Context: an optimization exercise on an open-source flow, tuned for small area, a short achievable clock period and few clock cycles per item. The choices shown serve that exercise and are no tape-out recipe.
At most, simulation tests tie the RTL to the original design; equivalence was not proved.
For run 1, only the layout was checked, not whether the RTL still works.

==> flow/design.v <==
package ipg_pkg;
   localparam logic [15:0] MAX_ITER_RESET = 16'd256;
endpackage
module iteration_palette_gradient_top (
   input  logic             clock,
   input  logic             reset,
   input  logic             req_valid,
   output logic             req_ready,
   input  logic [15:0]      req_iteration_count,
   output logic             rsp_valid,
   input  logic             rsp_ready,
   output logic [7:0]       rsp_red,
   output logic [7:0]       rsp_green,
   output logic [7:0]       rsp_blue,
   input  logic             csr_wr_en,
   input  logic [15:0]      csr_wr_data
);
   function automatic logic [53:0] pal_booth3(input logic [4:0] s);
      logic [53:0] c;
      case (s)
         5'd0: c = 54'h00044000881029;
         5'd1: c = 54'h00121041240022;
         5'd2: c = 54'h0120a001100022;
         5'd3: c = 54'h0120a004841049;
         5'd4: c = 54'h0120a004840044;
         5'd5: c = 54'h00121004840121;
         5'd6: c = 54'h00044004840121;
         5'd7: c = 54'h01049004840121;
         5'd8: c = 54'h00022001100121;
         5'd9: c = 54'h00011041240044;
         5'd10: c = 54'h05099000880044;
         5'd11: c = 54'h11c4a103040121;
         5'd12: c = 54'h11c4a428080022;
         5'd13: c = 54'h14aa052a440011;
         5'd14: c = 54'h10a0252a440000;
         5'd15: c = 54'h040c1428085099;
         5'd16: c = 54'h05099468a450aa;
         5'd17: c = 54'h00000103051a29;
         5'd18: c = 54'h00011142a94aa0;
         5'd19: c = 54'h04091102811c4a;
         5'd20: c = 54'h040a1102851c4a;
         5'd21: c = 54'h050aa102854aa0;
         5'd22: c = 54'h11a29102810a02;
         default: c = 54'h0;
      endcase
      pal_booth3 = c;
   endfunction
   function automatic logic [35:0] pal_booth(input logic [4:0] s);
      logic [35:0] c;
      case (s)
         5'd0: c = 36'h04806e015;
         5'd1: c = 36'h0b104506e;
         5'd2: c = 36'h08604806e;
         5'd3: c = 36'h0860b1045;
         5'd4: c = 36'h0860b1048;
         5'd5: c = 36'h0b10b10b1;
         5'd6: c = 36'h0480b10b1;
         5'd7: c = 36'h0450b10b1;
         5'd8: c = 36'h06e0480b1;
         5'd9: c = 36'h009045048;
         5'd10: c = 36'h02d06e048;
         5'd11: c = 36'ha461410b1;
         5'd12: c = 36'ha4618e06e;
         5'd13: c = 36'hab0aa9009;
         5'd14: c = 36'h18eaa9000;
         5'd15: c = 36'h14118e02d;
         5'd16: c = 36'h02d195156;
         5'd17: c = 36'h000141195;
         5'd18: c = 36'h009156ab0;
         5'd19: c = 36'h029030a46;
         5'd20: c = 36'h031031a46;
         5'd21: c = 36'h156031ab0;
         5'd22: c = 36'h19503018e;
         default: c = 36'h0;
      endcase
      pal_booth = c;
   endfunction
   function automatic logic [23:0] pal_blend(input logic [5:0] ix);
      logic [23:0] c;
      case (ix)
         6'd0: c = 24'h190a08;
         6'd1: c = 24'h2d140f;
         6'd2: c = 24'h2d140f;
         6'd3: c = 24'h462319;
         6'd4: c = 24'h462319;
         6'd5: c = 24'h643723;
         6'd6: c = 24'h643723;
         6'd7: c = 24'h825032;
         6'd8: c = 24'h825032;
         6'd9: c = 24'ha06946;
         6'd10: c = 24'ha06946;
         6'd11: c = 24'hb9825f;
         6'd12: c = 24'hb9825f;
         6'd13: c = 24'hcd9b78;
         6'd14: c = 24'hcd9b78;
         6'd15: c = 24'hdcb491;
         6'd16: c = 24'hdcb491;
         6'd17: c = 24'he6c8aa;
         6'd18: c = 24'he6c8aa;
         6'd19: c = 24'hebd7be;
         6'd20: c = 24'hebd7be;
         6'd21: c = 24'he6e1d2;
         6'd22: c = 24'he6e1d2;
         6'd23: c = 24'hb4d2eb;
         6'd24: c = 24'hb4d2eb;
         6'd25: c = 24'h82b4f5;
         6'd26: c = 24'h82b4f5;
         6'd27: c = 24'h5a91fa;
         6'd28: c = 24'h5a91fa;
         6'd29: c = 24'h3c6efa;
         6'd30: c = 24'h3c6efa;
         6'd31: c = 24'h2d50f5;
         6'd32: c = 24'h2d50f5;
         6'd33: c = 24'h2837eb;
         6'd34: c = 24'h2837eb;
         6'd35: c = 24'h2828d2;
         6'd36: c = 24'h2828d2;
         6'd37: c = 24'h2d1eaa;
         6'd38: c = 24'h2d1eaa;
         6'd39: c = 24'h2a1678;
         6'd40: c = 24'h2a1678;
         6'd41: c = 24'h230f46;
         6'd42: c = 24'h230f46;
         6'd43: c = 24'h19081e;
         6'd44: c = 24'h19081e;
         6'd45: c = 24'h000000;
         default: c = 24'h0;
      endcase
      pal_blend = c;
   endfunction
   logic [15:0] lim;
   logic [16:0] dv;
   logic        en;
   logic        rdy;
   logic [13:0] vld;
   logic [15:0] c_in;
   logic        out_v, skid_v, skid_v_n;
   logic [23:0] out_c, skid_c;
   logic [20:0] n_1;
   logic [0:0] int_2;
   logic [20:0] n_p1;
   logic [0:0] int_p1;
   logic [17:0] t_3;
   logic [16:0] h_4;
   logic [3:0] lo_5;
   logic [0:0] q_6;
   logic [0:0] int_p2;
   logic [16:0] h_p2;
   logic [3:0] lo_p2;
   logic [0:0] q_p2;
   logic [17:0] t_7;
   logic [16:0] h_8;
   logic [2:0] lo_9;
   logic [1:0] q_10;
   logic [0:0] int_p3;
   logic [16:0] h_p3;
   logic [2:0] lo_p3;
   logic [1:0] q_p3;
   logic [17:0] t_11;
   logic [16:0] h_12;
   logic [1:0] lo_13;
   logic [2:0] q_14;
   logic [0:0] int_p4;
   logic [16:0] h_p4;
   logic [1:0] lo_p4;
   logic [2:0] q_p4;
   logic [17:0] t_15;
   logic [16:0] h_16;
   logic [0:0] lo_17;
   logic [3:0] q_18;
   logic [0:0] int_p5;
   logic [16:0] h_p5;
   logic [0:0] lo_p5;
   logic [3:0] q_p5;
   logic [17:0] t_19;
   logic [16:0] h_20;
   logic [53:0] bde_21;
   logic [53:0] bdo_22;
   logic [53:0] bd_23;
   logic [5:0] ix_24;
   logic [16:0] h_p6;
   logic [53:0] bd_p6;
   logic [5:0] ix_p6;
   logic [19:0] hx_25;
   logic [19:0] v00_26;
   logic [19:0] v01_27;
   logic [19:0] v02_28;
   logic [22:0] e00_29;
   logic [22:0] e01_30;
   logic [22:0] e02_31;
   logic [22:0] x0_32;
   logic [19:0] v10_33;
   logic [19:0] v11_34;
   logic [19:0] v12_35;
   logic [22:0] e10_36;
   logic [22:0] e11_37;
   logic [22:0] e12_38;
   logic [22:0] x1_39;
   logic [19:0] v20_40;
   logic [19:0] v21_41;
   logic [19:0] v22_42;
   logic [22:0] e20_43;
   logic [22:0] e21_44;
   logic [22:0] e22_45;
   logic [22:0] x2_46;
   logic [5:0] ix_p7;
   logic [22:0] x0_p7;
   logic [22:0] x1_p7;
   logic [22:0] x2_p7;
   logic [17:0] t_47;
   logic [16:0] ch0_48;
   logic [4:0] cl0_49;
   logic [1:0] cq0_50;
   logic [17:0] t_51;
   logic [16:0] ch1_52;
   logic [4:0] cl1_53;
   logic [1:0] cq1_54;
   logic [17:0] t_55;
   logic [16:0] ch2_56;
   logic [4:0] cl2_57;
   logic [1:0] cq2_58;
   logic [5:0] ix_p8;
   logic [16:0] ch0_p8;
   logic [4:0] cl0_p8;
   logic [1:0] cq0_p8;
   logic [16:0] ch1_p8;
   logic [4:0] cl1_p8;
   logic [1:0] cq1_p8;
   logic [16:0] ch2_p8;
   logic [4:0] cl2_p8;
   logic [1:0] cq2_p8;
   logic [17:0] t_59;
   logic [16:0] ch0_60;
   logic [3:0] cl0_61;
   logic [2:0] cq0_62;
   logic [17:0] t_63;
   logic [16:0] ch1_64;
   logic [3:0] cl1_65;
   logic [2:0] cq1_66;
   logic [17:0] t_67;
   logic [16:0] ch2_68;
   logic [3:0] cl2_69;
   logic [2:0] cq2_70;
   logic [5:0] ix_p9;
   logic [16:0] ch0_p9;
   logic [3:0] cl0_p9;
   logic [2:0] cq0_p9;
   logic [16:0] ch1_p9;
   logic [3:0] cl1_p9;
   logic [2:0] cq1_p9;
   logic [16:0] ch2_p9;
   logic [3:0] cl2_p9;
   logic [2:0] cq2_p9;
   logic [17:0] t_71;
   logic [16:0] ch0_72;
   logic [2:0] cl0_73;
   logic [3:0] cq0_74;
   logic [17:0] t_75;
   logic [16:0] ch1_76;
   logic [2:0] cl1_77;
   logic [3:0] cq1_78;
   logic [17:0] t_79;
   logic [16:0] ch2_80;
   logic [2:0] cl2_81;
   logic [3:0] cq2_82;
   logic [5:0] ix_p10;
   logic [16:0] ch0_p10;
   logic [2:0] cl0_p10;
   logic [3:0] cq0_p10;
   logic [16:0] ch1_p10;
   logic [2:0] cl1_p10;
   logic [3:0] cq1_p10;
   logic [16:0] ch2_p10;
   logic [2:0] cl2_p10;
   logic [3:0] cq2_p10;
   logic [17:0] t_83;
   logic [16:0] ch0_84;
   logic [1:0] cl0_85;
   logic [4:0] cq0_86;
   logic [17:0] t_87;
   logic [16:0] ch1_88;
   logic [1:0] cl1_89;
   logic [4:0] cq1_90;
   logic [17:0] t_91;
   logic [16:0] ch2_92;
   logic [1:0] cl2_93;
   logic [4:0] cq2_94;
   logic [5:0] ix_p11;
   logic [16:0] ch0_p11;
   logic [1:0] cl0_p11;
   logic [4:0] cq0_p11;
   logic [16:0] ch1_p11;
   logic [1:0] cl1_p11;
   logic [4:0] cq1_p11;
   logic [16:0] ch2_p11;
   logic [1:0] cl2_p11;
   logic [4:0] cq2_p11;
   logic [17:0] t_95;
   logic [16:0] ch0_96;
   logic [0:0] cl0_97;
   logic [5:0] cq0_98;
   logic [17:0] t_99;
   logic [16:0] ch1_100;
   logic [0:0] cl1_101;
   logic [5:0] cq1_102;
   logic [17:0] t_103;
   logic [16:0] ch2_104;
   logic [0:0] cl2_105;
   logic [5:0] cq2_106;
   logic [5:0] ix_p12;
   logic [16:0] ch0_p12;
   logic [0:0] cl0_p12;
   logic [5:0] cq0_p12;
   logic [16:0] ch1_p12;
   logic [0:0] cl1_p12;
   logic [5:0] cq1_p12;
   logic [16:0] ch2_p12;
   logic [0:0] cl2_p12;
   logic [5:0] cq2_p12;
   logic [17:0] t_107;
   logic [6:0] cq0_108;
   logic [17:0] t_109;
   logic [6:0] cq1_110;
   logic [17:0] t_111;
   logic [6:0] cq2_112;
   logic [5:0] ix_p13;
   logic [6:0] cq0_p13;
   logic [6:0] cq1_p13;
   logic [6:0] cq2_p13;
   logic [23:0] kb_113;
   logic [23:0] col_114;
   always_ff @(posedge clock) begin
      if (reset) begin
         lim <= 16'd256;
         dv  <= 17'd256;
      end else if (csr_wr_en) begin
         lim <= csr_wr_data;
         dv  <= {1'b0, csr_wr_data[15:1], csr_wr_data[0] | (csr_wr_data == 16'd0)};
      end
   end
   assign en = !skid_v;
   always_ff @(posedge clock) begin
      if (reset) begin
         vld <= '0;
      end else if (en) begin
         vld <= {vld[12:0], req_valid};
      end
   end
   always_ff @(posedge clock) begin
      if (en) begin
         c_in <= req_iteration_count;
      end
   end
   assign n_1 = ({5'd0, c_in} << 4) + ({5'd0, c_in} << 3) - {5'd0, c_in};
   assign int_2 = (c_in >= lim);
   assign t_3 = {1'b0, n_p1[20:4]} + ({1'b0, dv} ^ {18{1'b1}}) + {17'd0, 1'b1};
   assign h_4 = t_3[16:0];
   assign lo_5 = n_p1[3:0];
   assign q_6 = !t_3[16];
   assign t_7 = {h_p2, lo_p2[3]} + ({1'b0, dv} ^ {18{!h_p2[16]}}) + {17'd0, !h_p2[16]};
   assign h_8 = t_7[16:0];
   assign lo_9 = lo_p2[2:0];
   assign q_10 = {q_p2, !t_7[16]};
   assign t_11 = {h_p3, lo_p3[2]} + ({1'b0, dv} ^ {18{!h_p3[16]}}) + {17'd0, !h_p3[16]};
   assign h_12 = t_11[16:0];
   assign lo_13 = lo_p3[1:0];
   assign q_14 = {q_p3, !t_11[16]};
   assign t_15 = {h_p4, lo_p4[1]} + ({1'b0, dv} ^ {18{!h_p4[16]}}) + {17'd0, !h_p4[16]};
   assign h_16 = t_15[16:0];
   assign lo_17 = lo_p4[0:0];
   assign q_18 = {q_p4, !t_15[16]};
   assign t_19 = {h_p5, lo_p5[0]} + ({1'b0, dv} ^ {18{!h_p5[16]}}) + {17'd0, !h_p5[16]};
   assign h_20 = t_19[16:0];
   assign bde_21 = pal_booth3({q_p5, 1'b0});
   assign bdo_22 = pal_booth3({q_p5, 1'b1});
   assign bd_23 = int_p5 ? 54'd0 : (t_19[16] ? bde_21 : bdo_22);
   assign ix_24 = {int_p5 ? 5'd23 : {q_p5, !t_19[16]}, t_19[16]};
   assign hx_25 = {{3{h_p6[16]}}, h_p6};
   assign v00_26 = (({20{bd_p6[0]}} & hx_25) | ({20{bd_p6[1]}} & {hx_25[18:0], 1'b0}) | ({20{bd_p6[2]}} & {hx_25[17:0], 2'b0})) ^ {20{bd_p6[3]}};
   assign v01_27 = (({20{bd_p6[4]}} & hx_25) | ({20{bd_p6[5]}} & {hx_25[18:0], 1'b0}) | ({20{bd_p6[6]}} & {hx_25[17:0], 2'b0})) ^ {20{bd_p6[7]}};
   assign v02_28 = (({20{bd_p6[8]}} & hx_25) | ({20{bd_p6[9]}} & {hx_25[18:0], 1'b0}) | ({20{bd_p6[10]}} & {hx_25[17:0], 2'b0})) ^ {20{bd_p6[11]}};
   assign e00_29 = {{3{v00_26[19]}}, v00_26};
   assign e01_30 = {{1{v01_27[19]}}, v01_27, 2'b00};
   assign e02_31 = {v02_28[18:0], 4'b0000};
   assign x0_32 = e00_29 + e01_30 + e02_31 + {17'd0, bd_p6[17:12]};
   assign v10_33 = (({20{bd_p6[18]}} & hx_25) | ({20{bd_p6[19]}} & {hx_25[18:0], 1'b0}) | ({20{bd_p6[20]}} & {hx_25[17:0], 2'b0})) ^ {20{bd_p6[21]}};
   assign v11_34 = (({20{bd_p6[22]}} & hx_25) | ({20{bd_p6[23]}} & {hx_25[18:0], 1'b0}) | ({20{bd_p6[24]}} & {hx_25[17:0], 2'b0})) ^ {20{bd_p6[25]}};
   assign v12_35 = (({20{bd_p6[26]}} & hx_25) | ({20{bd_p6[27]}} & {hx_25[18:0], 1'b0}) | ({20{bd_p6[28]}} & {hx_25[17:0], 2'b0})) ^ {20{bd_p6[29]}};
   assign e10_36 = {{3{v10_33[19]}}, v10_33};
   assign e11_37 = {{1{v11_34[19]}}, v11_34, 2'b00};
   assign e12_38 = {v12_35[18:0], 4'b0000};
   assign x1_39 = e10_36 + e11_37 + e12_38 + {17'd0, bd_p6[35:30]};
   assign v20_40 = (({20{bd_p6[36]}} & hx_25) | ({20{bd_p6[37]}} & {hx_25[18:0], 1'b0}) | ({20{bd_p6[38]}} & {hx_25[17:0], 2'b0})) ^ {20{bd_p6[39]}};
   assign v21_41 = (({20{bd_p6[40]}} & hx_25) | ({20{bd_p6[41]}} & {hx_25[18:0], 1'b0}) | ({20{bd_p6[42]}} & {hx_25[17:0], 2'b0})) ^ {20{bd_p6[43]}};
   assign v22_42 = (({20{bd_p6[44]}} & hx_25) | ({20{bd_p6[45]}} & {hx_25[18:0], 1'b0}) | ({20{bd_p6[46]}} & {hx_25[17:0], 2'b0})) ^ {20{bd_p6[47]}};
   assign e20_43 = {{3{v20_40[19]}}, v20_40};
   assign e21_44 = {{1{v21_41[19]}}, v21_41, 2'b00};
   assign e22_45 = {v22_42[18:0], 4'b0000};
   assign x2_46 = e20_43 + e21_44 + e22_45 + {17'd0, bd_p6[53:48]};
   assign t_47 = x0_p7[22:5] + ({1'b0, dv} ^ {18{!x0_p7[22]}}) + {17'd0, !x0_p7[22]};
   assign ch0_48 = t_47[16:0];
   assign cl0_49 = x0_p7[4:0];
   assign cq0_50 = {!x0_p7[22], !t_47[16]};
   assign t_51 = x1_p7[22:5] + ({1'b0, dv} ^ {18{!x1_p7[22]}}) + {17'd0, !x1_p7[22]};
   assign ch1_52 = t_51[16:0];
   assign cl1_53 = x1_p7[4:0];
   assign cq1_54 = {!x1_p7[22], !t_51[16]};
   assign t_55 = x2_p7[22:5] + ({1'b0, dv} ^ {18{!x2_p7[22]}}) + {17'd0, !x2_p7[22]};
   assign ch2_56 = t_55[16:0];
   assign cl2_57 = x2_p7[4:0];
   assign cq2_58 = {!x2_p7[22], !t_55[16]};
   assign t_59 = {ch0_p8, cl0_p8[4]} + ({1'b0, dv} ^ {18{!ch0_p8[16]}}) + {17'd0, !ch0_p8[16]};
   assign ch0_60 = t_59[16:0];
   assign cl0_61 = cl0_p8[3:0];
   assign cq0_62 = {cq0_p8, !t_59[16]};
   assign t_63 = {ch1_p8, cl1_p8[4]} + ({1'b0, dv} ^ {18{!ch1_p8[16]}}) + {17'd0, !ch1_p8[16]};
   assign ch1_64 = t_63[16:0];
   assign cl1_65 = cl1_p8[3:0];
   assign cq1_66 = {cq1_p8, !t_63[16]};
   assign t_67 = {ch2_p8, cl2_p8[4]} + ({1'b0, dv} ^ {18{!ch2_p8[16]}}) + {17'd0, !ch2_p8[16]};
   assign ch2_68 = t_67[16:0];
   assign cl2_69 = cl2_p8[3:0];
   assign cq2_70 = {cq2_p8, !t_67[16]};
   assign t_71 = {ch0_p9, cl0_p9[3]} + ({1'b0, dv} ^ {18{!ch0_p9[16]}}) + {17'd0, !ch0_p9[16]};
   assign ch0_72 = t_71[16:0];
   assign cl0_73 = cl0_p9[2:0];
   assign cq0_74 = {cq0_p9, !t_71[16]};
   assign t_75 = {ch1_p9, cl1_p9[3]} + ({1'b0, dv} ^ {18{!ch1_p9[16]}}) + {17'd0, !ch1_p9[16]};
   assign ch1_76 = t_75[16:0];
   assign cl1_77 = cl1_p9[2:0];
   assign cq1_78 = {cq1_p9, !t_75[16]};
   assign t_79 = {ch2_p9, cl2_p9[3]} + ({1'b0, dv} ^ {18{!ch2_p9[16]}}) + {17'd0, !ch2_p9[16]};
   assign ch2_80 = t_79[16:0];
   assign cl2_81 = cl2_p9[2:0];
   assign cq2_82 = {cq2_p9, !t_79[16]};
   assign t_83 = {ch0_p10, cl0_p10[2]} + ({1'b0, dv} ^ {18{!ch0_p10[16]}}) + {17'd0, !ch0_p10[16]};
   assign ch0_84 = t_83[16:0];
   assign cl0_85 = cl0_p10[1:0];
   assign cq0_86 = {cq0_p10, !t_83[16]};
   assign t_87 = {ch1_p10, cl1_p10[2]} + ({1'b0, dv} ^ {18{!ch1_p10[16]}}) + {17'd0, !ch1_p10[16]};
   assign ch1_88 = t_87[16:0];
   assign cl1_89 = cl1_p10[1:0];
   assign cq1_90 = {cq1_p10, !t_87[16]};
   assign t_91 = {ch2_p10, cl2_p10[2]} + ({1'b0, dv} ^ {18{!ch2_p10[16]}}) + {17'd0, !ch2_p10[16]};
   assign ch2_92 = t_91[16:0];
   assign cl2_93 = cl2_p10[1:0];
   assign cq2_94 = {cq2_p10, !t_91[16]};
   assign t_95 = {ch0_p11, cl0_p11[1]} + ({1'b0, dv} ^ {18{!ch0_p11[16]}}) + {17'd0, !ch0_p11[16]};
   assign ch0_96 = t_95[16:0];
   assign cl0_97 = cl0_p11[0:0];
   assign cq0_98 = {cq0_p11, !t_95[16]};
   assign t_99 = {ch1_p11, cl1_p11[1]} + ({1'b0, dv} ^ {18{!ch1_p11[16]}}) + {17'd0, !ch1_p11[16]};
   assign ch1_100 = t_99[16:0];
   assign cl1_101 = cl1_p11[0:0];
   assign cq1_102 = {cq1_p11, !t_99[16]};
   assign t_103 = {ch2_p11, cl2_p11[1]} + ({1'b0, dv} ^ {18{!ch2_p11[16]}}) + {17'd0, !ch2_p11[16]};
   assign ch2_104 = t_103[16:0];
   assign cl2_105 = cl2_p11[0:0];
   assign cq2_106 = {cq2_p11, !t_103[16]};
   assign t_107 = {ch0_p12, cl0_p12[0]} + ({1'b0, dv} ^ {18{!ch0_p12[16]}}) + {17'd0, !ch0_p12[16]};
   assign cq0_108 = {cq0_p12, !t_107[16]};
   assign t_109 = {ch1_p12, cl1_p12[0]} + ({1'b0, dv} ^ {18{!ch1_p12[16]}}) + {17'd0, !ch1_p12[16]};
   assign cq1_110 = {cq1_p12, !t_109[16]};
   assign t_111 = {ch2_p12, cl2_p12[0]} + ({1'b0, dv} ^ {18{!ch2_p12[16]}}) + {17'd0, !ch2_p12[16]};
   assign cq2_112 = {cq2_p12, !t_111[16]};
   assign kb_113 = pal_blend(ix_p13);
   assign col_114[0+:8] = kb_113[0+:8] + {{2{!cq0_p13[6]}}, cq0_p13[5:0]};
   assign col_114[8+:8] = kb_113[8+:8] + {{2{!cq1_p13[6]}}, cq1_p13[5:0]};
   assign col_114[16+:8] = kb_113[16+:8] + {{2{!cq2_p13[6]}}, cq2_p13[5:0]};
   always_ff @(posedge clock) begin
      if (en) begin
         n_p1 <= n_1;
         int_p1 <= int_2;
      end
   end
   always_ff @(posedge clock) begin
      if (en) begin
         int_p2 <= int_p1;
         h_p2 <= h_4;
         lo_p2 <= lo_5;
         q_p2 <= q_6;
      end
   end
   always_ff @(posedge clock) begin
      if (en) begin
         int_p3 <= int_p2;
         h_p3 <= h_8;
         lo_p3 <= lo_9;
         q_p3 <= q_10;
      end
   end
   always_ff @(posedge clock) begin
      if (en) begin
         int_p4 <= int_p3;
         h_p4 <= h_12;
         lo_p4 <= lo_13;
         q_p4 <= q_14;
      end
   end
   always_ff @(posedge clock) begin
      if (en) begin
         int_p5 <= int_p4;
         h_p5 <= h_16;
         lo_p5 <= lo_17;
         q_p5 <= q_18;
      end
   end
   always_ff @(posedge clock) begin
      if (en) begin
         h_p6 <= h_20;
         bd_p6 <= bd_23;
         ix_p6 <= ix_24;
      end
   end
   always_ff @(posedge clock) begin
      if (en) begin
         ix_p7 <= ix_p6;
         x0_p7 <= x0_32;
         x1_p7 <= x1_39;
         x2_p7 <= x2_46;
      end
   end
   always_ff @(posedge clock) begin
      if (en) begin
         ix_p8 <= ix_p7;
         ch0_p8 <= ch0_48;
         cl0_p8 <= cl0_49;
         cq0_p8 <= cq0_50;
         ch1_p8 <= ch1_52;
         cl1_p8 <= cl1_53;
         cq1_p8 <= cq1_54;
         ch2_p8 <= ch2_56;
         cl2_p8 <= cl2_57;
         cq2_p8 <= cq2_58;
      end
   end
   always_ff @(posedge clock) begin
      if (en) begin
         ix_p9 <= ix_p8;
         ch0_p9 <= ch0_60;
         cl0_p9 <= cl0_61;
         cq0_p9 <= cq0_62;
         ch1_p9 <= ch1_64;
         cl1_p9 <= cl1_65;
         cq1_p9 <= cq1_66;
         ch2_p9 <= ch2_68;
         cl2_p9 <= cl2_69;
         cq2_p9 <= cq2_70;
      end
   end
   always_ff @(posedge clock) begin
      if (en) begin
         ix_p10 <= ix_p9;
         ch0_p10 <= ch0_72;
         cl0_p10 <= cl0_73;
         cq0_p10 <= cq0_74;
         ch1_p10 <= ch1_76;
         cl1_p10 <= cl1_77;
         cq1_p10 <= cq1_78;
         ch2_p10 <= ch2_80;
         cl2_p10 <= cl2_81;
         cq2_p10 <= cq2_82;
      end
   end
   always_ff @(posedge clock) begin
      if (en) begin
         ix_p11 <= ix_p10;
         ch0_p11 <= ch0_84;
         cl0_p11 <= cl0_85;
         cq0_p11 <= cq0_86;
         ch1_p11 <= ch1_88;
         cl1_p11 <= cl1_89;
         cq1_p11 <= cq1_90;
         ch2_p11 <= ch2_92;
         cl2_p11 <= cl2_93;
         cq2_p11 <= cq2_94;
      end
   end
   always_ff @(posedge clock) begin
      if (en) begin
         ix_p12 <= ix_p11;
         ch0_p12 <= ch0_96;
         cl0_p12 <= cl0_97;
         cq0_p12 <= cq0_98;
         ch1_p12 <= ch1_100;
         cl1_p12 <= cl1_101;
         cq1_p12 <= cq1_102;
         ch2_p12 <= ch2_104;
         cl2_p12 <= cl2_105;
         cq2_p12 <= cq2_106;
      end
   end
   always_ff @(posedge clock) begin
      if (en) begin
         ix_p13 <= ix_p12;
         cq0_p13 <= cq0_108;
         cq1_p13 <= cq1_110;
         cq2_p13 <= cq2_112;
      end
   end
   always_comb begin
      if (skid_v) begin
         skid_v_n = !rsp_ready;
      end else if (out_v && !rsp_ready) begin
         skid_v_n = vld[13];
      end else begin
         skid_v_n = 1'b0;
      end
   end
   always_ff @(posedge clock) begin
      if (reset) begin
         out_v  <= 1'b0;
         skid_v <= 1'b0;
         rdy    <= 1'b1;
      end else begin
         skid_v <= skid_v_n;
         rdy    <= !skid_v_n;
         if (skid_v) begin
            if (rsp_ready) begin
               out_v <= 1'b1;
            end
         end else if (!(out_v && !rsp_ready)) begin
            out_v <= vld[13];
         end
      end
   end
   always_ff @(posedge clock) begin
      if (skid_v) begin
         if (rsp_ready) begin
            out_c <= skid_c;
         end
      end else if (out_v && !rsp_ready) begin
         skid_c <= col_114;
      end else begin
         out_c <= col_114;
      end
   end
   assign req_ready = rdy;
   assign rsp_valid = out_v;
   assign rsp_red   = out_c[7:0];
   assign rsp_green = out_c[15:8];
   assign rsp_blue  = out_c[23:16];
endmodule
==> flow/flow/run.sh <==
#!/bin/bash
set -euo pipefail
MARGIN=$(cat flow/margin.txt)
bash standard.sh synth > synth.log 2>&1
bash standard.sh SETUP_SLACK_MARGIN=$MARGIN finish > layout.log 2>&1
==> flow/flow/margin.txt <==
6.0
==> flow/standard.sh <==
#!/bin/bash
# synth_recipe.tcl (not shown) runs the flow's synth.tcl, then flattens the netlist and writes it again
# the make line also repeats each setting of config.mk as NAME=value (left out here)
make -C /OpenROAD-flow-scripts/flow DESIGN_CONFIG=/design/flow/config.mk WORK_HOME=/design/flow/orfs CLKGATE_MAP_FILE= SYNTH_SCRIPT=/design/flow/synth_recipe.tcl "${@:-finish}"
==> flow/config.mk <==
export PLATFORM = sky130hd
export DESIGN_NAME = iteration_palette_gradient_top
export DESIGN_NICKNAME = iteration_palette_gradient_top
export VERILOG_FILES = /design/flow/design.v
export SDC_FILE = /design/flow/constraint.sdc
export NUM_CORES = 4
export LEC_CHECK = 0
export CAP_MARGIN = 20
export CORE_MARGIN = 2
export CORE_UTILIZATION = 40
export SETUP_SLACK_MARGIN = 5
export SLEW_MARGIN = 20
==> flow/constraint.sdc <==
create_clock -name core_clock -period 9.5 [get_ports {clock}]
set_input_delay 1.9000 -clock core_clock [delete_from_list [all_inputs] [get_ports {clock}]]
set_output_delay 1.9000 -clock core_clock [all_outputs]
set_load 0.01 [all_outputs]
==> results of run 1 <==
worst max-delay path: cells and delay by family (launching register included):
family,cells,cell delay (ns)
flops,1,0.42
compound gates,5,1.41
buf+inv,2,0.21
simple gates,2,0.23
xor+xnor,2,0.20
fa+ha+maj,3,1.38
kinds of logic after synthesis:
family	after synthesis	synth area share, %
AO/OA/AOI/OAI	1376	16.01
buffers and inverters	559	3.655
adder cells (fa/ha/maj)	636	14.93
AND/OR/NAND/NOR	1209	9.968
XOR/XNOR	833	12.58
multiplexers	68	1.228
flip-flops	843	41.63
through the flow:
| stage | hold WS (ns) | area [um2] | util, % | std cells |
|---|---|---|---|---|
| 2_1_floorplan | 0.4003 | 58530 | - | 5524 |
| 3_3_place_gp | 0.4004 | 60620 | 42.15 | 7256 |
| 3_5_place_dp | 0.4045 | 60620 | 42.15 | 7256 |
| 4_1_cts | 0.3486 | 65880 | 45.80 | 7607 |
| 5_1_grt | 0.3686 | 67540 | 46.96 | 7727 |
| 6_report | 0.3533 | 67540 | 46.96 | 7728 |
final timing paths:
path	from	endpoint	slack, ns	depth (start not counted)
setup reg to reg	h_p6[4]	x2_p7[21]	5.43	14
hold reg to reg	x0_p7[2]	cl0_p8[2]	0.35	0
hold / removal	x0_p7[2]	cl0_p8[2]	0.35	0
setup / recovery	h_p6[4]	x2_p7[21]	5.43	14
sequential cells by signal, summed over array words and instances (netlist names), 21 cells and up:
register	cells
n_p1	21
bdo_22	30
x1_p7	23
bde_21	29
skid_c	24
bd_p6	34
x2_p7	23
kb_113	24
x0_p7	23
out_c	24
layout make-up:
type / count / share of cell area [%]
Clock buffer: 117 / 3.811
Sequential cell: 843 / 35.83
Tap cell: 1903 / 3.525
Antenna cell: 1 / 0.003705
Inverter: 278 / 1.565
Clock inverter: 66 / 1.034
Multi-Input combinational cell: 4122 / 48.71
Timing Repair Buffer: 398 / 5.522
layout by cell type (no fill, tap or decap), drive strengths merged, types with 36 or more instances in the layout:
cell	Yosys	routed
a21o	120	120
a222oi	120	120
nor2	346	346
nand3	108	108
a21oi	355	355
nand2	312	312
xnor2	703	703
mux2i	43	43
and3	49	49
clkdlybuf4s50	0	36
o211ai	48	48
buf	49	334
nor2b	61	61
dfxtp	117	117
a31oi	42	42
o21ai	264	264
nand2b	65	65
xor2	130	130
fa	93	93
o21a	102	102
ha	543	543
clkbuf	232	118
clkinv	0	48
a211oi	42	42
edfxtp	726	726
inv	278	281
nor3	86	86
what timing repair did:
item / CTS / global route
endpoints found under the setup margin: 213 / 142
resized for setup: 135 / 138
pin swaps: 64 / 77
setup buffers: 167 / 118
hold endpoints to repair: 0 / 0
gates cloned: 1 / 2
per-layer routing:
metal / GRT usage [%] / part of all wire, % / vias to the layer above / wire [um]
li1: - / - / 20750 / -
met1: 24.97 / 44 / 20290 / 63420
met2: 31.49 / 47 / 1115 / 67910
met3: 2.542 / 4.8 / 246 / 6807
met4: 6.547 / 3.5 / 0 / 4986
met5: 0 / 0 / - / 0
==> key figures, run 1 <==
Run status
  • Status: timing/DRC/antenna clean

Critical path
  • Worst setup SP type: flip-flop
  • Crit. End Element: flip-flop
  • Required time of the critical path: 9.96 ns
  • Critical Path AT: about 4.5 ns
  • Critical Path, Cell by Cell: buf_6, a222oi_1, xor2_1, fa_1, inv_2, fa_1, ha_4, nand3_2, a221o_1, o221a_4, o21a_1, nor2_2, a221o_1, xor2_1
  • CP max stage delay: 0.58 ns
  • Crit path max fanout: 5
  • CP max stage cell: fa_1
  • Worst setup path class: flip-flop to flip-flop

STA
  • Max Slew Vio Count: 0
  • Post-layout worst setup margin: 5.427 ns
  • Min cycle time layout: 4.073 ns
  • RSZ-0062 raised after global routing: true
  • Slew headroom: 20.75%
  • Final Hold Violating Endpoints: 0
  • Worst-margin pin slew: 1.156 ns
  • Tcrit/Tclk final: 42.87%
  • Setup Viol. Count Final: 0
  • Clock Skew: 0.08015 ns
  • F_max: 0.2455 GHz
  • Setup TNS: 0 ns

Run
  • Max-Cap Viols: 0

Floorplan
  • Core Footprint: 0.1438 mm2
  • Die height: 384.8 um
  • Core Rows: roughly 140
  • Starting density of the core: roughly 40%
  • I/O pin count: 63
  • Die area: 0.1480 mm2
  • DIE WIDTH: around 380 um

Clocking
  • Clock latency on the worst-skew pair: 0.74 ns
  • Hold buffers post-CTS: 0
  • CTS sink cnt: 843
  • CTS tree: yes
  • CTS clk-pin slew, worst paths: 0.06 ns
  • Clk buf depth: 3
  • Total number of H-tree levels: 3
  • Root Buffer: clkbuf_16
  • Total CTS buffers: approximately 100

Cells and area
  • Layout cells sized above 1: 12.59%
  • Nets: 6,414
  • Sequential cell area: 0.02420 mm2
  • Area taken by multi-input logic gates: about 0.033 mm2
  • Area growth syn-to-layout: 16.47%
  • Filler cells: 13,090

Route
  • Post-detailed-route count of antenna-violating nets: 0
  • WL/cell: around 19 um
  • Routed WL: approximately 140 mm
  • Post-route DRC: 0
  • Vias: 42,400
  • Initial detailed-routing violation count: 3,557
  • Via density: 5.486
  • DR pass1 iterations: 13

Yosys
  • Register area share after synthesis: 41.63%
  • Asr flop ratio synth: 0%
  • Top cell type's share of synthesized area: between 30% and 40%
  • Post-synth top area cell: edfxtp_1
  • Synth unique cells: ~80
  • Mean post-synth cell area: 10.50 um2
  • Post-Syn Nets: about 6,200
  • Ys Warns: 1
  • Area contributors post-synth: edfxtp_1, ha_1, xnor2_1, dfxtp_1, fa_1
  • Top FF cell, synth: edfxtp_1
  • Number of flops mapped to enable cells by yosys: 726
  • Top cells by count, synth: edfxtp_1, xnor2_1, ha_1
  • Seq cells post-synth: 843
  • Count leader, synth: edfxtp_1
  • Cells after Synth: around 5,500
  • Synth Cell Area: about 0.058 mm2

Placed design
  • Dpl ws: 4.896 ns
  • Port buffer count: 62
  • Gpl congestion: 0.8403
  • DP HPWL: 95.51 mm

Hold path
  • HP Class: flip-flop to flip-flop

Global routing
  • Vias in the first global route: 40,480
  • GRT Residual Overflow: 0
  • Largest net degree at the start of global routing: 172
  • Tot GR Track Use: 18.83%
  • First-pass GRT wire length: around 220 mm
  • Initial antenna violation count: 5
==> run 2, diff against run 1 <==
--- a/flow/design.v
+++ b/flow/design.v
@@ -129,6 +129,7 @@
       pal_blend = c;
    endfunction
    logic [15:0] lim;
+   logic        lz;
    logic [16:0] dv;
    logic        en;
    logic        rdy;
@@ -332,12 +333,13 @@
    always_ff @(posedge clock) begin
       if (reset) begin
          lim <= 16'd256;
-         dv  <= 17'd256;
+         lz  <= 1'b0;
       end else if (csr_wr_en) begin
          lim <= csr_wr_data;
-         dv  <= {1'b0, csr_wr_data[15:1], csr_wr_data[0] | (csr_wr_data == 16'd0)};
+         lz  <= (csr_wr_data == 16'd0);
       end
    end
+   assign dv = {1'b0, lim[15:1], lim[0] | lz};
    assign en = !skid_v;
    always_ff @(posedge clock) begin
       if (reset) begin
==> flow/run.sh (new file) <==
#!/bin/bash
# synth_recipe.tcl (not shown) runs the flow's synth.tcl, then flattens the netlist and writes it again
# the make line also repeats each setting of config.mk as NAME=value (left out here)
make -C /OpenROAD-flow-scripts/flow DESIGN_CONFIG=/design/flow/config.mk WORK_HOME=/design/flow/orfs CLKGATE_MAP_FILE= SYNTH_SCRIPT=/design/flow/synth_recipe.tcl finish
--- a/flow/config.mk
+++ b/flow/config.mk
@@ -8,5 +8,4 @@
 export CAP_MARGIN = 20
 export CORE_MARGIN = 2
 export CORE_UTILIZATION = 40
-export SETUP_SLACK_MARGIN = 5
 export SLEW_MARGIN = 20
removed: flow/flow/run.sh
removed: flow/flow/margin.txt
removed: flow/standard.sh
==> key figures, run 2 <==
Placed design
  • Gpl congestion: 0.8636
  • Port buffer count: 62
  • Post-Place Cells: 6,941
  • DP HPWL: 92.96 mm
  • Post-DP Area: 0.05890 mm2
  • Dpl ws: 4.230 ns

Floorplan
  • Die area: 0.1444 mm2
  • Core Footprint: 0.1399 mm2
  • Starting density of the core: 40.43%
  • DIE WIDTH: between 300 and 400 um
  • I/O pin count: 63
  • Die height: 380.0 um
  • Core Rows: 137

Route
  • WL/cell: 18.43 um
  • Routed WL: 131.3 mm
  • Post-route DRC: 0
  • Post-detailed-route count of antenna-violating nets: 0
  • Vias: 37,990
  • Initial detailed-routing violation count: around 3,400
  • DR pass1 iterations: 17
  • Via density: around 5.3

Yosys
  • Top cells by count, synth: xnor2_1, edfxtp_1, ha_1
  • Post-synthesis xor/xnor area fraction: 13.58%
  • Combinational family with the most area after synthesis: adder cells
  • Asr flop ratio synth: 0%
  • Mean post-synth cell area: ~11 um2
  • Ys Warns: 1
  • Synth Cell Area: 0.05655 mm2
  • Synth unique cells: 81
  • Fraction of the mapped netlist area in adder cells: 15.31%
  • Top FF cell, synth: edfxtp_1
  • Compound-gate portion of the synthesized area: between 10% and 20%
  • Multiplexer share of the synthesized area: 1.642%
  • Seq cells post-synth: 843
  • Post-Syn Nets: 5,900
  • Register area share after synthesis: 42.69%
  • Post-synth top area cell: edfxtp_1
  • Synth Area in Simple Gates: under 10%
  • Area contributors post-synth: edfxtp_1, ha_1, xnor2_1, dfxtp_1, fa_1
  • Cells after Synth: 5,227
  • Count leader, synth: xnor2_1
  • Top cell type's share of synthesized area: 38.55%
  • Number of flops mapped to enable cells by yosys: 726

Critical path
  • Required time of the critical path: about 10 ns
  • CP max stage delay: around 0.97 ns
  • Critical Path AT: 6.00 ns
  • Worst setup SP type: flip-flop
  • Crit. End Element: flip-flop
  • Top cell family by delay on the critical path: compound AO/OA/AOI/OAI gates
  • CP max stage cell: edfxtp_1
  • Critical Path, Cell by Cell: xnor2_1, inv_1, fa_1, nor2b_1, o21ai_0, a21boi_0, o21ai_0, and4_1, o31ai_1, and2_1, inv_1, ha_1, nand2_1, a21oi_1, or2_2
  • Worst setup path class: flip-flop to flip-flop
  • Crit path max fanout: 17
  • Crit path buf inv count: 2

Run status
  • Status: timing/DRC/antenna clean

STA
  • RSZ-0062 raised after global routing: false
  • Clock Skew: 0.03984 ns
  • Tcrit/Tclk final: 56.76%
  • F_max: around 0.19 GHz
  • Worst-margin pin slew: 1.142 ns
  • Post-layout worst setup margin: about 4.1 ns
  • Slew headroom: 23.88%
  • Final Hold Violating Endpoints: 0
  • Setup Viol. Count Final: 0
  • Min cycle time layout: 5.392 ns
  • Max Slew Vio Count: 0
  • Setup TNS: 0 ns

Cells and area
  • Most frequent cells in the layout: xnor2_1, edfxtp_1, ha_1
  • Area growth syn-to-layout: 10.18%
  • Commonest non-fill, non-tap cell in the layout: xnor2_1
  • Register with the most flip-flops: bd_p6
  • Final instance area: 0.06230 mm2
  • Final core occ: between 40% and 50%
  • Nets: 5,837
  • Filler cells: 13,020
  • ANT cells: 0
  • Largest register FFs: 34
  • Layout cells sized above 1: about 5.1%
  • Final Non-Filler Cells: 7,121

Clocking
  • Resized Gates After CTS: 0
  • Clk buf depth: 3
  • CTS sink cnt: 843
  • Clock latency on the worst-skew pair: approximately 0.74 ns
  • Hold buffers post-CTS: 0
  • CTS clk-pin slew, worst paths: 0.06 ns
  • Total CTS buffers: 97
  • Total number of H-tree levels: 3
  • CTS tree: yes
  • Root Buffer: clkbuf_16
  • # Post-CTS Setup Buffers: 0

Global routing
  • Largest net degree at the start of global routing: roughly 160
  • Vias in the first global route: roughly 37,000
  • GRT Residual Overflow: 0
  • First-pass GRT wire length: 207.0 mm
  • Tot GR Track Use: roughly 18%
  • Initial antenna violation count: 3

Hold path
  • HP Class: flip-flop to flip-flop

Run
  • Max-Cap Viols: 0
-- run 2: cell count changes after synthesis, moves of 18 or more --
cell	before	now
nand3_1	108	66
mux2i_1	43	77
xnor2_1	703	735
nand2_1	312	245
o21ai_0	257	217
o211ai_1	48	11
inv_1	278	257
a21oi_1	353	335
nor2_1	346	300
o21a_1	102	74
a21o_1	120	160
-- run 2: layout make-up --
cell class | instances | area (um2) | area share [%]
tap | 1876 | 2347 | 3.767
multi-input combinational | 3853 | 30410 | 48.81
clock buffer | 120 | 2587 | 4.153
sequential | 843 | 24170 | 38.79
inverter | 257 | 972.2 | 1.560
clock inverter | 60 | 807.0 | 1.295
timing repair buffer | 112 | 1012 | 1.625
-- run 2: metal layers --
layer  GRT usage [%]  routed length, um  up-vias
met5               0                  0        -
met4           5.945               3731        0
met3           2.562               5667      187
met2           29.75              61170      814
met1           24.21              60690    18140
li1                -                  -    18850
-- run 2: final timing paths --
check,startpoint,to,slack [ns],cells after the start
setup / recovery,h_p4[16],bde_21[19],4.11,15
hold reg to reg,cl0_p8[2],cl0_p9[2],0.41,0
hold / removal,cl0_p8[2],cl0_p9[2],0.41,0
setup reg to reg,h_p4[16],bde_21[19],4.11,15
-- run 2: per-stage QoR --
stage | hold slack (ns)
3_3_place_gp | 0.4017
6_report | 0.4090
2_1_floorplan | 0.4003
4_1_cts | 0.4067
3_5_place_dp | 0.4045
5_1_grt | 0.4110
-- run 2: cell families (layout without fill, tap and decap cells) --
logic type                 count (synthesis)  count (layout)
xor gates and xnor gates                 877             877
DFF                                      843             843
muxes                                     91              91
adders and majority gates                636             636
and+or+nand+nor                         1045            1045
buffers and inverters                    531             549
AOI/OAI and AO/OA                       1204            1204
Testbench counts of run 2, summed over its fixed seeds: cycles 4,920, items 4,800.
==> run 3, diff against run 2 <==
--- a/flow/config.mk
+++ b/flow/config.mk
@@ -5,7 +5,9 @@
 export SDC_FILE = /design/flow/constraint.sdc
 export NUM_CORES = 4
 export LEC_CHECK = 0
+export ABC_CLOCK_PERIOD_IN_PS = 3000
 export CAP_MARGIN = 20
 export CORE_MARGIN = 2
 export CORE_UTILIZATION = 40
+export SETUP_SLACK_MARGIN = 5
 export SLEW_MARGIN = 20
==> key figures, run 3 <==
Yosys
  • Synth Cell Area: between 0.05 and 0.06 mm2
  • Top cells by count, synth: xnor2_1, edfxtp_1, ha_1
  • Post-synth top area cell: edfxtp_1
  • Cells after Synth: 5,227
  • Area contributors post-synth: edfxtp_1, ha_1, xnor2_1, dfxtp_1, fa_1
  • Post-Syn Nets: 5,900
  • Top FF cell, synth: edfxtp_1
  • Synth unique cells: 81
  • Asr flop ratio synth: 0%
  • Number of flops mapped to enable cells by yosys: between 700 and 800
  • Seq cells post-synth: 843
  • Register area share after synthesis: 42.69%
  • Ys Warns: 1
  • Count leader, synth: xnor2_1
  • Top cell type's share of synthesized area: between 30 and 40%
  • Mean post-synth cell area: 10.82 um2

Run
  • Max-Cap Viols: 0

STA
  • Tcrit/Tclk final: between 40% and 50%
  • Worst hold slack: 0.3994 ns
  • RSZ-0062 raised after global routing: true
  • Slew headroom: 30.55%
  • Final Hold Violating Endpoints: 0
  • Setup Viol. Count Final: 0
  • Clock Skew: 0.08466 ns
  • F_max: 0.2281 GHz
  • Max Slew Vio Count: 0
  • Worst-margin pin slew: ~1.0 ns
  • Setup TNS: 0 ns
  • Min cycle time layout: roughly 4.4 ns

Route
  • Post-route DRC: 0
  • DR pass1 iterations: 16
  • Vias: 38,770
  • Post-detailed-route count of antenna-violating nets: 0
  • Initial detailed-routing violation count: 3,846
  • Via density: 5.344
  • Routed WL: 135.8 mm
  • WL/cell: 18.71 um

Critical path
  • Critical Path Source: h_p6[6]
  • CP max stage delay: approximately 0.53 ns
  • Required time of the critical path: roughly 10 ns
  • Critical Path AT: 4.84 ns
  • Critical Path, Cell by Cell: buf_4, buf_6, a222oi_1, xnor2_1, fa_1, ha_1, ha_1, a21o_1, a21o_1, a2111oi_0, o31a_1, nor3_4, a21o_1, a21oi_1, xnor2_1
  • Worst setup SP type: flip-flop
  • Worst setup path class: flip-flop to flip-flop
  • Reg2reg start: h_p6[6]
  • Crit. End Element: flip-flop
  • Worst R2R Path Depth: 15
  • Crit path max fanout: 13
  • Most common cell on crit path: a21o_1
  • CP max stage cell: edfxtp_1

Hold path
  • Hold Path Origin: cl1_p10[1]
  • HP Class: flip-flop to flip-flop
  • Hold Path Depth: 0

Global routing
  • Vias in the first global route: around 38,000
  • Largest net degree at the start of global routing: approximately 110
  • Initial antenna violation count: 3
  • GRT Residual Overflow: 0
  • Tot GR Track Use: 18.43%
  • First-pass GRT wire length: 212.1 mm

Clocking
  • CTS tree: yes
  • CTS clk-pin slew, worst paths: 0.06 ns
  • CTS sink cnt: 843
  • Total CTS buffers: 95
  • Root Buffer: clkbuf_16
  • Clock latency on the worst-skew pair: between 0.7 and 0.8 ns
  • Clk buf depth: 3
  • Total number of H-tree levels: 3

Placed design
  • Port buffer count: 62
  • DP HPWL: 93.33 mm
  • Gpl congestion: ~0.86
  • Post-DP Area: a little under 0.06 mm2

Floorplan
  • Die area: 0.1444 mm2
  • Die height: ~380 um
  • DIE WIDTH: around 380 um
  • Starting density of the core: 40.43%
  • Core Footprint: 0.1399 mm2
  • Core Rows: approximately 140
  • I/O pin count: 63

Cells and area
  • Most frequent cells in the layout: xnor2_1, edfxtp_1, ha_1
  • Commonest non-fill, non-tap cell in the layout: xnor2_1
  • Area growth syn-to-layout: 12.07%
  • Filler cells: 12,990
  • Final instance area: 0.06337 mm2
  • Nets: between 5,000 and 6,000
  • Register with the most flip-flops: bd_p6
  • Layout cells sized above 1: 7.865%
  • Largest register FFs: 34

Run status
  • Status: timing/DRC/antenna clean
-- run 3: cell types whose count changed in the layout (fill, tap and decap cells not counted), moves of 4 or more --
cell	change
buf_12	+4
buf_6	+11
clkbuf_8	+12
bufinv_16	-9
buf_4	+118
a21oi_2	+4
a21oi_1	-4
clkinv_1	-5
-- run 3: worst max-delay path: cells and delay by family, from the launching register on --
family          cells  cell delay, ns
flops               1            0.53
xor+xnor            2            0.28
compound gates      7            1.76
buf+inv             2            0.36
fa+ha+maj           3            1.09
simple gates        1            0.07
-- run 3: final timing paths --
path,slack [ns],endpoint
worst max-delay path,5.12,x1_p7[19]
worst max register to register,5.12,x1_p7[19]
worst min-delay path,0.40,cl1_p11[1]
worst min register to register,0.40,cl1_p11[1]
-- run 3: logic make-up (layout without fill, tap and decap cells) --
family	after synthesis	after routing	share of synthesized area, %
AO/OA/AOI/OAI	1204	1204	14.27
AND/OR/NAND/NOR	1045	1045	8.914
XOR/XNOR	877	877	13.58
flip-flops	843	843	42.69
adder cells (fa/ha/maj)	636	636	15.31
buffers and inverters	531	682	3.589
multiplexers	91	91	1.642
other	0	1	0
-- run 3: routing by layer --
layer	track usage, %	vias up	part of all wire (%)
li1	-	19130	-
met1	24.93	18460	45
met2	30.68	987	47
met3	2.434	203	4.7
met4	5.666	0	2.9
met5	0	-	0
-- run 3: timing repair --
action | CTS | global route
pin swaps | 0 | 12
setup endpoints to repair | 72 | 45
resized for setup | 4 | 24
buffers inserted | 87 | 50
hold buffers | 0 | 0
-- run 3: final cells by class --
cell class	instances	area (um2)	share of cell area (%)
antenna	1	2.502	0.003949
multi-input combinational	3853	30510	48.15
timing repair buffer	248	2160	3.408
inverter	257	972.2	1.534
sequential	843	24170	38.14
clock inverter	45	501.7	0.7917
tap	1876	2347	3.704
clock buffer	132	2709	4.274
-- run 3: stage by stage --
stage	util [%]	cells	worst slack, ns
2_1_floorplan	-	5227	5.067
4_1_cts	44.90	7203	5.004
3_3_place_gp	42.08	6939	4.440
6_report	45.31	7255	5.117
3_5_place_dp	42.08	6939	4.329
5_1_grt	45.31	7255	4.968

==> re-timing with driven ports <==
No port has a modelled driver above. Below, the same layouts with a new extraction and two added sets of constraints.
Step 1 assumes that a clkbuf_16 drives the clock port and a buf_2 every other input.
Step 2 moves the port delays by t, midway between the first and last clock arrival at a register: inputs arrive t later, outputs are due t later. That takes back most of the time a late clock gives input paths.
Three values: ideal, step 1, step 2; two values: the first two.
| run | t, ns | slack for setup (ns) | cell pins on the clock port's net |
|---|---|---|---|
| run 1 | 0.774 | 5.427 / 5.427 / 5.427 | 1 |
| run 2 | 0.791 | 4.108 / 4.108 / 4.108 | 1 |
| run 3 | 0.773 | 5.117 / 5.117 / 5.117 | 1 |
After both steps every run listed still meets setup and hold.
